This design comes from an exercise in tuning for small area on the open sky130 flow, not from production work.
RTL that was checked went through simulation tests only; none was proved equivalent to the original.
Power is estimated from default activity; no workload was simulated.

Design framebuffer_center_or_nn_scale_addr_top, start of the top module:
module framebuffer_center_or_nn_scale_addr_top #(
    parameter int unsigned MAX_CANVAS_DIM = 1024
) (
    input  logic        clk,
    input  logic        rst_n,
    input  logic        psel,
    input  logic        penable,
    input  logic        pwrite,
    input  logic [4:0]  paddr,
    input  logic [31:0] pwdata,
    output logic [31:0] prdata,
    output logic        pready,
    input  logic        req_valid,
    output logic        req_ready,
    input  logic        buffer_select,
    output logic        rsp_valid,
    input  logic        rsp_ready,
    output logic        status,
    output logic [19:0] source_index,
    output logic [19:0] dest_index,
    output logic        frame_last,
    output logic [31:0] control_word
);
==> flow/config.mk <==
export PLATFORM = sky130hd
export DESIGN_NAME = framebuffer_center_or_nn_scale_addr_top
export DESIGN_NICKNAME = framebuffer_center_or_nn_scale_addr_top
export VERILOG_FILES = /design/flow/design.v
export SDC_FILE = /design/flow/constraint.sdc
export NUM_CORES = 4
export LEC_CHECK = 0
export CAP_MARGIN = 20
export CORE_MARGIN = 2
export CORE_UTILIZATION = 60
export GPL_TIMING_DRIVEN = 0
export SLEW_MARGIN = 20
==> flow/constraint.sdc <==
create_clock -name core_clock -period 10.0 [get_ports {clk}]
set_input_delay 2.0000 -clock core_clock [delete_from_list [all_inputs] [get_ports {clk}]]
set_output_delay 2.0000 -clock core_clock [all_outputs]
set_load 0.01 [all_outputs]
standard.sh (not shown) runs the stock make flow with config.mk's settings and CLKGATE_MAP_FILE= SYNTH_SCRIPT=/design/flow/synth_recipe.tcl, a recipe that flattens the netlist after the stock synthesis.
==> flow/flow/run.sh <==
#!/bin/bash
# The standard layout (standard.sh), with these changes to how it is made:
#  - the port buffers use the smallest buffer cell, sky130_fd_sc_hd__buf_1;
#  - clock tree synthesis clusters at most 12 sinks within 60 um per clkbuf_8
#    and inserts no dummy loads;
set -o pipefail
export BUFFER_PORTS_ARGS="-buffer_cell sky130_fd_sc_hd__buf_1"
export CTS_ARGS="-sink_clustering_enable -repair_clock_nets -sink_clustering_size 12 -sink_clustering_max_diameter 60 -buf_list sky130_fd_sc_hd__clkbuf_8 -dont_use_dummy_load"
export REMOVE_ABC_BUFFERS=1
bash standard.sh > standard.log 2>&1
status=$?
tail -20 standard.log
exit $status
The baseline went through all stages and came out clean.
Rerun with:
==> flow/flow/run.sh (replaced) <==
#!/bin/bash
# The standard layout (standard.sh), with two changes to how it is made:
#  - the port buffers use the smallest buffer cell, sky130_fd_sc_hd__buf_1;
#  - clock tree synthesis inserts no dummy loads.
# Everything else, including synthesis, is the standard flow unchanged.
set -o pipefail
export BUFFER_PORTS_ARGS="-buffer_cell sky130_fd_sc_hd__buf_1"
export CTS_ARGS="-sink_clustering_enable -repair_clock_nets -sink_clustering_size 24 -sink_clustering_max_diameter 100 -buf_list sky130_fd_sc_hd__clkbuf_16 -dont_use_dummy_load"
bash standard.sh > standard.log 2>&1
status=$?
tail -20 standard.log
exit $status
--- a/flow/config.mk
+++ b/flow/config.mk
@@ -11 +10,0 @@
-export GPL_TIMING_DRIVEN = 0
The new run completed with no timing, DRC or antenna violations.
Setup slack improved by 0.048 ns.
Design area goes down slightly.
Area after synthesis is unchanged.
Core utilization goes down by 1.2 points.
Clock power goes up by a few percent.
Wire length goes down slightly.
Clock skew goes down by 0.037 ns.
Combinational power is about the same.
Power goes down slightly.
Rerun with:
--- a/flow/flow/run.sh
+++ b/flow/flow/run.sh
@@ -8 +8 @@
-export CTS_ARGS="-sink_clustering_enable -repair_clock_nets -sink_clustering_size 24 -sink_clustering_max_diameter 100 -buf_list sky130_fd_sc_hd__clkbuf_16 -dont_use_dummy_load"
+export CTS_ARGS="-sink_clustering_enable -repair_clock_nets -sink_clustering_size 12 -sink_clustering_max_diameter 60 -buf_list sky130_fd_sc_hd__clkbuf_8 -dont_use_dummy_load"
Result: Via count barely changes. Count of clock-buffer cells in the layout goes up by 10. Cell area stays flat. Routed wire length is higher by about 0.44%. Cell count rises by 0.74%. Setup slack improves by 0.025 ns. Global-route usage climbs by 0.22 points. First-iteration DRC count is lower by 10%. Synthesized area does not change. Register-to-register slack got worse by 0.09 ns. Power barely changes.
Rerun with:
--- a/flow/flow/run.sh
+++ b/flow/flow/run.sh
@@ -8 +8 @@
-export CTS_ARGS="-sink_clustering_enable -repair_clock_nets -sink_clustering_size 12 -sink_clustering_max_diameter 60 -buf_list sky130_fd_sc_hd__clkbuf_8 -dont_use_dummy_load"
+export CTS_ARGS="-sink_clustering_enable -repair_clock_nets -sink_clustering_size 16 -sink_clustering_max_diameter 80 -buf_list sky130_fd_sc_hd__clkbuf_8 -dont_use_dummy_load"
=>
- core utilization falls by 0.40 points
- total power is lower by 1.8%
- routed wire length hardly moves
- worst setup slack loses 0.010 ns
- first-iteration DRC count climbs by 2.2%
- count of clock-buffer cells in the layout went down by 5
- global-route usage came out lower by 0.23 points
- cell area drops by 0.60%
- die area stays the same


Setup of build 38:
Another version of the RTL of framebuffer_center_or_nn_scale_addr_top (not shown whole).
Size in the first run: about 1000 cells after synthesis, ~150 I/O pins, ~0.011 mm² of cells after synthesis.
clock: 10.0 ns
lec_check: 0
cap_margin: 20
core_margin: 2
core_utilization: 60
setup_slack_margin: -0.5
slew_margin: 20
==> flow/flow/run.sh <==
#!/bin/bash
# The standard layout (standard.sh), with two changes to how it is made:
#  - the port buffers use the smallest buffer cell, sky130_fd_sc_hd__buf_1;
#  - clock tree synthesis inserts no dummy loads.
# Everything else, including synthesis, is the standard flow unchanged.
set -o pipefail
export BUFFER_PORTS_ARGS="-buffer_cell sky130_fd_sc_hd__buf_1"
export CTS_ARGS="-sink_clustering_enable -repair_clock_nets -sink_clustering_size 16 -sink_clustering_max_diameter 80 -buf_list sky130_fd_sc_hd__clkbuf_8 -dont_use_dummy_load"
bash standard.sh > standard.log 2>&1
status=$?
tail -20 standard.log
exit $status
For build 57, these inputs were changed with respect to build 38:
-- flow/config.mk --
<<< build 38, line 6
export NUM_CORES = 4
export LEC_CHECK = 0
export CAP_MARGIN = 20
export CORE_MARGIN = 2
export CORE_UTILIZATION = 60
export SETUP_SLACK_MARGIN = -0.5
export SLEW_MARGIN = 20
>>> build 57, line 6
export NUM_CORES = 4
export LEC_CHECK = 0
export ABC_AREA = 1
export CAP_MARGIN = 20
export CORE_MARGIN = 2
export CORE_UTILIZATION = 60
export SLEW_MARGIN = 20
Critical path depth (build 57 vs. build 38) increases by more than 10%
Build 57 vs. build 38: core utilization up 0.42 points; via-per-instance ratio down 0.39; multi-input combinational cell count up 91; final critical delay including setup and external delays down 0.26 ns.
Changes in build 44 relative to build 57:
-- flow/config.mk --
<<< build 57, line 6
export NUM_CORES = 4
export LEC_CHECK = 0
export ABC_AREA = 1
export CAP_MARGIN = 20
export CORE_MARGIN = 2
export CORE_UTILIZATION = 60
export SLEW_MARGIN = 20
>>> build 44, line 6
export NUM_CORES = 4
export LEC_CHECK = 0
export CAP_MARGIN = 20
export CORE_MARGIN = 2
export CORE_UTILIZATION = 72
export SLEW_MARGIN = 20
==> results.txt <==
Taking build 57 as the reference, in build 44 number of cells traversed by the worst register-to-register path went down, met1 capacity usage during global routing higher, wire length of the first global-routing pass has decreased, multi-input combinational area share saw an increase, utilization increased by 12 points relative to the old numbers.
Between build 57 and build 44, the required time of the worst setup path figures differ only marginally.
Setup changes, build 44 to build 48
==> flow/flow/run.sh <==
#!/bin/bash
# The standard layout (standard.sh), with these changes to how it is made:
#  - the port buffers use the smallest buffer cell, sky130_fd_sc_hd__buf_1;
#  - clock tree synthesis clusters at most 16 sinks within 80 um per
#    clkbuf_8 and inserts no dummy loads;
#  - timing-driven global placement keeps none of its trial buffering
#    (GPL_KEEP_OVERFLOW=0); the repair steps after it fix what timing needs.
# Everything else, including synthesis, is the standard flow unchanged.
set -o pipefail
export BUFFER_PORTS_ARGS="-buffer_cell sky130_fd_sc_hd__buf_1"
export GPL_KEEP_OVERFLOW=0
export CTS_ARGS="-sink_clustering_enable -repair_clock_nets -sink_clustering_size 16 -sink_clustering_max_diameter 80 -buf_list sky130_fd_sc_hd__clkbuf_8 -dont_use_dummy_load"
bash standard.sh > standard.log 2>&1
status=$?
tail -20 standard.log
exit $status
-- flow/config.mk --
<<< build 44, line 8
export CAP_MARGIN = 20
export CORE_MARGIN = 2
export CORE_UTILIZATION = 72
export SLEW_MARGIN = 20
>>> build 48, line 8
export CAP_MARGIN = 20
export CORE_MARGIN = 2
export CORE_UTILIZATION = 60
export SLEW_MARGIN = 20
Total power: build 48 above build 44. Of build 48 and build 44, the higher maximum single-stage delay on the critical path belongs to build 44. Build 48: done, clean on timing, DRC and antenna. The number of violations reported at the end of detailed-routing iteration 0 in build 48 is 0.73 times that in build 44.


framebuffer_center_or_nn_scale_addr_top, a different RTL version from the one above (not shown whole).
For scale: about 150 I/O pins, roughly 0.012 mm² of cells after synthesis.
## framebuffer_center_or_nn_scale_addr_top
module framebuffer_center_or_nn_scale_addr_top #(
    parameter int unsigned MAX_CANVAS_DIM = 1024
) (
    input  logic        clk,
    input  logic        rst_n,
    input  logic        psel,
    input  logic        penable,
    input  logic        pwrite,
    input  logic [4:0]  paddr,
    input  logic [31:0] pwdata,
    output logic [31:0] prdata,
    output logic        pready,
    input  logic        req_valid,
    output logic        req_ready,
    input  logic        buffer_select,
    output logic        rsp_valid,
    input  logic        rsp_ready,
    output logic        status,
    output logic [19:0] source_index,
    output logic [19:0] dest_index,
    output logic        frame_last,
    output logic [31:0] control_word
);
clock: 10.0 ns
lec_check: 0
cap_margin: 20
core_margin: 2
core_utilization: 60
cts_buf_list: sky130_fd_sc_hd__clkbuf_8
cts_cluster_diameter: 80
cts_cluster_size: 16
slew_margin: 20
==> flow/flow/run.sh <==
#!/bin/bash
# The standard layout (standard.sh), with two changes to how it is made:
#  - the port buffers use the smallest buffer cell, sky130_fd_sc_hd__buf_1;
#  - clock tree synthesis inserts no dummy loads.
# Everything else, including synthesis, is the standard flow unchanged.
set -o pipefail
export BUFFER_PORTS_ARGS="-buffer_cell sky130_fd_sc_hd__buf_1"
export CTS_ARGS="-sink_clustering_enable -repair_clock_nets -sink_clustering_size 16 -sink_clustering_max_diameter 80 -buf_list sky130_fd_sc_hd__clkbuf_8 -dont_use_dummy_load"
bash standard.sh > standard.log 2>&1
status=$?
tail -20 standard.log
exit $status
Rerun with:
==> flow/run.sh (new file) <==
#!/bin/bash
# synth_recipe.tcl (not shown) runs the flow's synth.tcl, then flattens the netlist and writes it again
# the make line also repeats each setting of config.mk as NAME=value (left out here)
make -C /OpenROAD-flow-scripts/flow DESIGN_CONFIG=/design/flow/config.mk WORK_HOME=/design/flow/orfs CLKGATE_MAP_FILE= SYNTH_SCRIPT=/design/flow/synth_recipe.tcl finish
removed: flow/flow/run.sh
removed: flow/standard.sh
Outcome: Via count climbs by 0.40%. Routed wire length climbs by 2.5%. Setup slack gets worse by 0.057 ns. Design area climbs by 5.3%.


JK:
Another version of the RTL of framebuffer_center_or_nn_scale_addr_top (not shown whole).
Size: about 980 cells after synthesis, roughly 210 flip-flops, ~0.011 mm^2 of cells after synthesis.
export LEC_CHECK = 0
export CAP_MARGIN = 20
export CORE_MARGIN = 2
export CORE_UTILIZATION = 60
export CTS_BUF_LIST = sky130_fd_sc_hd__clkbuf_8
export CTS_CLUSTER_DIAMETER = 60
export CTS_CLUSTER_SIZE = 12
export SLEW_MARGIN = 20
create_clock -name core_clock -period 10.0 [get_ports {clk}]
run.sh (not shown) runs the stock make flow with config.mk's settings and CLKGATE_MAP_FILE= SYNTH_SCRIPT=/design/flow/synth_recipe.tcl, a recipe that flattens the netlist after the stock synthesis.
Stock flow here: none of the scripts above is used.
JK completed; timing, DRC and antenna clean
Changes in TR relative to JK:
Settings: a deleted CTS_CLUSTER_DIAMETER that had been 60; a deleted CTS_CLUSTER_SIZE that had been 12; a deleted CTS_BUF_LIST that had been sky130_fd_sc_hd__clkbuf_8.
==> flow/flow/run.sh (new file) <==
#!/bin/bash
# The standard layout (standard.sh), with two changes to how it is made:
#  - the port buffers use the smallest buffer cell, sky130_fd_sc_hd__buf_1;
#  - clock tree synthesis clusters at most 16 sinks within 80 um per
#    clkbuf_8 and inserts no dummy loads.
# Everything else, including synthesis, is the standard flow unchanged.
set -o pipefail
export BUFFER_PORTS_ARGS="-buffer_cell sky130_fd_sc_hd__buf_1"
export CTS_ARGS="-sink_clustering_enable -repair_clock_nets -sink_clustering_size 16 -sink_clustering_max_diameter 80 -buf_list sky130_fd_sc_hd__clkbuf_8 -dont_use_dummy_load"
bash standard.sh > standard.log 2>&1
status=$?
tail -20 standard.log
exit $status
==> flow/standard.sh (new file) <==
#!/bin/bash
# synth_recipe.tcl (not shown) runs the flow's synth.tcl, then flattens the netlist and writes it again
# the make line also repeats each setting of config.mk as NAME=value (left out here)
make -C /OpenROAD-flow-scripts/flow DESIGN_CONFIG=/design/flow/config.mk WORK_HOME=/design/flow/orfs CLKGATE_MAP_FILE= SYNTH_SCRIPT=/design/flow/synth_recipe.tcl "${@:-finish}"
removed: flow/run.sh
- Result for TR and JK: all clean
- [compare] base=JK new=TR: static leakage power decreased by about 9% relative to the old numbers; count of clock-buffer cells in the layout decreased by 9 relative to the old numbers.
- For the share of total power in the clock network, TR came in 2.6 points lower than JK did.
- Maximum clock frequency: TR < JK
- TR vs JK: share of cells above drive strength 1 down in TR
- Relative to JK, share of the clock period used by the worst path after layout has increased by 0.88 points in TR.
- Looking at final area across TR and JK, the one that comes out lower is TR.
- Diff TR and JK: first-pass GRT wire length lower in TR
- Across both runs, met2 usage in global routing was higher for TR than for JK.
- Side by side, met1 routing resource usage after global routing turned out lower in TR than in JK.
- Compared with JK, the router placed fewer vias in TR.


framebuffer_center_or_nn_scale_addr_top, a different RTL version from the one above (not shown whole).
Size in the first run: roughly 1,000 cells after synthesis, about 210 flip-flops, about 150 I/O pins, roughly 11,000 µm² of cells after synthesis.
export LEC_CHECK = 0
export CAP_MARGIN = 20
export CORE_MARGIN = 2
export CORE_UTILIZATION = 60
export SLEW_MARGIN = 20
create_clock -name core_clock -period 10.0 [get_ports {clk}]
standard.sh (not shown) runs the stock make flow with config.mk's settings and CLKGATE_MAP_FILE= SYNTH_SCRIPT=/design/flow/synth_recipe.tcl, a recipe that flattens the netlist after the stock synthesis.
==> flow/flow/run.sh <==
#!/bin/bash
# The standard layout (standard.sh), with two changes to how it is made:
#  - the port buffers use the smallest buffer cell, sky130_fd_sc_hd__buf_1;
#  - clock tree synthesis inserts no dummy loads.
# Everything else, including synthesis, is the standard flow unchanged.
set -o pipefail
export BUFFER_PORTS_ARGS="-buffer_cell sky130_fd_sc_hd__buf_1"
export CTS_ARGS="-sink_clustering_enable -repair_clock_nets -sink_clustering_size 24 -sink_clustering_max_diameter 100 -buf_list sky130_fd_sc_hd__clkbuf_16 -dont_use_dummy_load"
bash standard.sh > standard.log 2>&1
status=$?
tail -20 standard.log
exit $status
The first run went through all stages and came out clean.
==> next run, changes <==
--- a/flow/flow/run.sh
+++ b/flow/flow/run.sh
@@ -7,3 +7,3 @@
 export BUFFER_PORTS_ARGS="-buffer_cell sky130_fd_sc_hd__buf_1"
-export CTS_ARGS="-sink_clustering_enable -repair_clock_nets -sink_clustering_size 24 -sink_clustering_max_diameter 100 -buf_list sky130_fd_sc_hd__clkbuf_16 -dont_use_dummy_load"
+export CTS_ARGS="-sink_clustering_enable -repair_clock_nets -sink_clustering_size 16 -sink_clustering_max_diameter 80 -buf_list sky130_fd_sc_hd__clkbuf_8 -dont_use_dummy_load"
 bash standard.sh > standard.log 2>&1
=> Worst setup slack gets better by 29 ps. Via count barely changes. Count of clock-buffer cells in the layout rises by 5. Wire length barely changes. Design area is about the same. Global-route usage rises by 0.12 points. Die area is unchanged. Critical path depth does not change. Maximum frequency rises by 0.30%. Combinational power is about the same. Core utilization falls by 0.17 points.


Another version of the RTL of framebuffer_center_or_nn_scale_addr_top (not shown whole).
For scale: ~1,000 cells after synthesis, ~150 I/O pins, ~0.011 sq mm of cells after synthesis.
Design framebuffer_center_or_nn_scale_addr_top, start of the top module:
module framebuffer_center_or_nn_scale_addr_top #(
    parameter int unsigned MAX_CANVAS_DIM = 1024
) (
    input  logic        clk,
    input  logic        rst_n,
    input  logic        psel,
    input  logic        penable,
    input  logic        pwrite,
    input  logic [4:0]  paddr,
    input  logic [31:0] pwdata,
    output logic [31:0] prdata,
    output logic        pready,
    input  logic        req_valid,
    output logic        req_ready,
    input  logic        buffer_select,
    output logic        rsp_valid,
    input  logic        rsp_ready,
    output logic        status,
    output logic [19:0] source_index,
    output logic [19:0] dest_index,
    output logic        frame_last,
    output logic [31:0] control_word
);
Settings: LEC_CHECK=0, CAP_MARGIN=20, CORE_MARGIN=2, CORE_UTILIZATION=60, GPL_TIMING_DRIVEN=0, SETUP_SLACK_MARGIN=0.3, SLEW_MARGIN=20; clock period 10.0 ns.
==> flow/flow/run.sh <==
#!/bin/bash
# The standard layout (standard.sh), with two changes to how it is made:
#  - the port buffers use the smallest buffer cell, sky130_fd_sc_hd__buf_1;
#  - clock tree synthesis inserts no dummy loads.
# Everything else, including synthesis, is the standard flow unchanged.
set -o pipefail
export BUFFER_PORTS_ARGS="-buffer_cell sky130_fd_sc_hd__buf_1"
export CTS_ARGS="-sink_clustering_enable -repair_clock_nets -sink_clustering_size 12 -sink_clustering_max_diameter 60 -buf_list sky130_fd_sc_hd__clkbuf_8 -dont_use_dummy_load"
bash standard.sh > standard.log 2>&1
status=$?
tail -20 standard.log
exit $status
==> next run, changes <==
==> flow/run.sh (new file) <==
#!/bin/bash
# synth_recipe.tcl (not shown) runs the flow's synth.tcl, then flattens the netlist and writes it again
# the make line also repeats each setting of config.mk as NAME=value (left out here)
make -C /OpenROAD-flow-scripts/flow DESIGN_CONFIG=/design/flow/config.mk WORK_HOME=/design/flow/orfs CLKGATE_MAP_FILE= SYNTH_SCRIPT=/design/flow/synth_recipe.tcl finish
--- a/flow/config.mk
+++ b/flow/config.mk
@@ -11 +11,3 @@
-export GPL_TIMING_DRIVEN = 0
+export CTS_BUF_LIST = sky130_fd_sc_hd__clkbuf_8
+export CTS_CLUSTER_DIAMETER = 60
+export CTS_CLUSTER_SIZE = 12
removed: flow/flow/run.sh
removed: flow/standard.sh
Result:
- clock power grows by about 37%
- clock skew shrinks by 0.019 ns
- count of clock-buffer cells in the layout grows by 2
- setup slack hardly moves
- sequential cell count stays the same
- design area rose by about 6%
- routed wire length is about the same
- global-route usage rises by 0.70 points
- first-iteration DRC count shrinks by 27%
- non-clock buffer count came out lower by 16
- worst hold slack improved by 0.0073 ns
No run of this note included a check of the RTL's function; only the layout flow was run.

what the ideal ports hide:
In the flow no input, the clock included, has a driving cell. The finished layouts below were timed again as built, in two steps.
Step 1, drivers: a clkbuf_16 drives clk and a buf_2 each remaining input, both assumed.
Step 2 times the ports against the registers' clock, not the clock port: input delays grow and output delays shrink by t, the midpoint of the rising clock arrivals with the driver on.
a / b / c = no drivers / after step 1 / after step 2; a / b = the first two.
| run | t (ns) | slack for setup (ns) | hold slack, ns | worst register clock-pin slew, ns | worst data-port slew with drivers (ns) |
|---|---|---|---|---|---|
| the first run of note 1 | 0.553 | 0.314 / 0.275 / 0.360 | 0.406 / 0.406 / 0.406 | 0.10 / 0.10 | 0.04 |
| the second run of note 1 | 0.510 | 0.361 / 0.314 / 0.561 | 0.402 / 0.402 / 0.402 | 0.10 / 0.10 | 0.06 |
| the third run of note 1 | 0.561 | 0.386 / 0.345 / 0.474 | 0.412 / 0.412 / 0.412 | 0.09 / 0.09 | 0.06 |
| the fourth run of note 1 | 0.541 | 0.375 / 0.335 / 0.516 | 0.386 / 0.386 / 0.386 | 0.12 / 0.12 | 0.06 |
| build 38 | 0.557 | 0.122 / 0.078 / 0.635 | 0.391 / 0.391 / 0.391 | 0.12 / 0.12 | 0.04 |
| build 57 | 0.561 | 0.385 / 0.339 / 0.900 | 0.413 / 0.413 / 0.413 | 0.11 / 0.11 | 0.03 |
| build 44 | 0.534 | 0.379 / 0.336 / 0.870 | 0.400 / 0.400 / 0.400 | 0.11 / 0.11 | 0.04 |
| build 48 | 0.561 | 0.391 / 0.352 / 0.913 | 0.385 / 0.385 / 0.385 | 0.12 / 0.12 | 0.04 |
| the first run of note 3 | 0.532 | 0.686 / 0.686 / 0.686 | 0.382 / 0.382 / 0.382 | 0.11 / 0.11 | 0.05 |
| the second run of note 3 | 0.543 | 0.628 / 0.586 / 0.729 | 0.422 / 0.422 / 0.422 | 0.11 / 0.11 | 0.05 |
| JK | 0.579 | 0.413 / 0.371 / 0.950 | 0.407 / 0.407 / 0.407 | 0.09 / 0.09 | 0.05 |
| TR | 0.552 | 0.325 / 0.284 / 0.836 | 0.409 / 0.409 / 0.409 | 0.11 / 0.11 | 0.04 |
| the first run of note 5 | 0.512 | 0.416 / 0.368 / 0.491 | 0.412 / 0.412 / 0.412 | 0.10 / 0.10 | 0.04 |
| the second run of note 5 | 0.551 | 0.445 / 0.401 / 0.507 | 0.404 / 0.404 / 0.404 | 0.11 / 0.11 | 0.04 |
| the first run of note 6 | 0.564 | 0.276 / 0.236 / 0.525 | 0.413 / 0.413 / 0.413 | 0.09 / 0.09 | 0.07 |
| the second run of note 6 | 0.579 | 0.278 / 0.242 / 0.691 | 0.420 / 0.420 / 0.420 | 0.09 / 0.09 | 0.06 |
After both steps setup and hold are still met in every run listed.
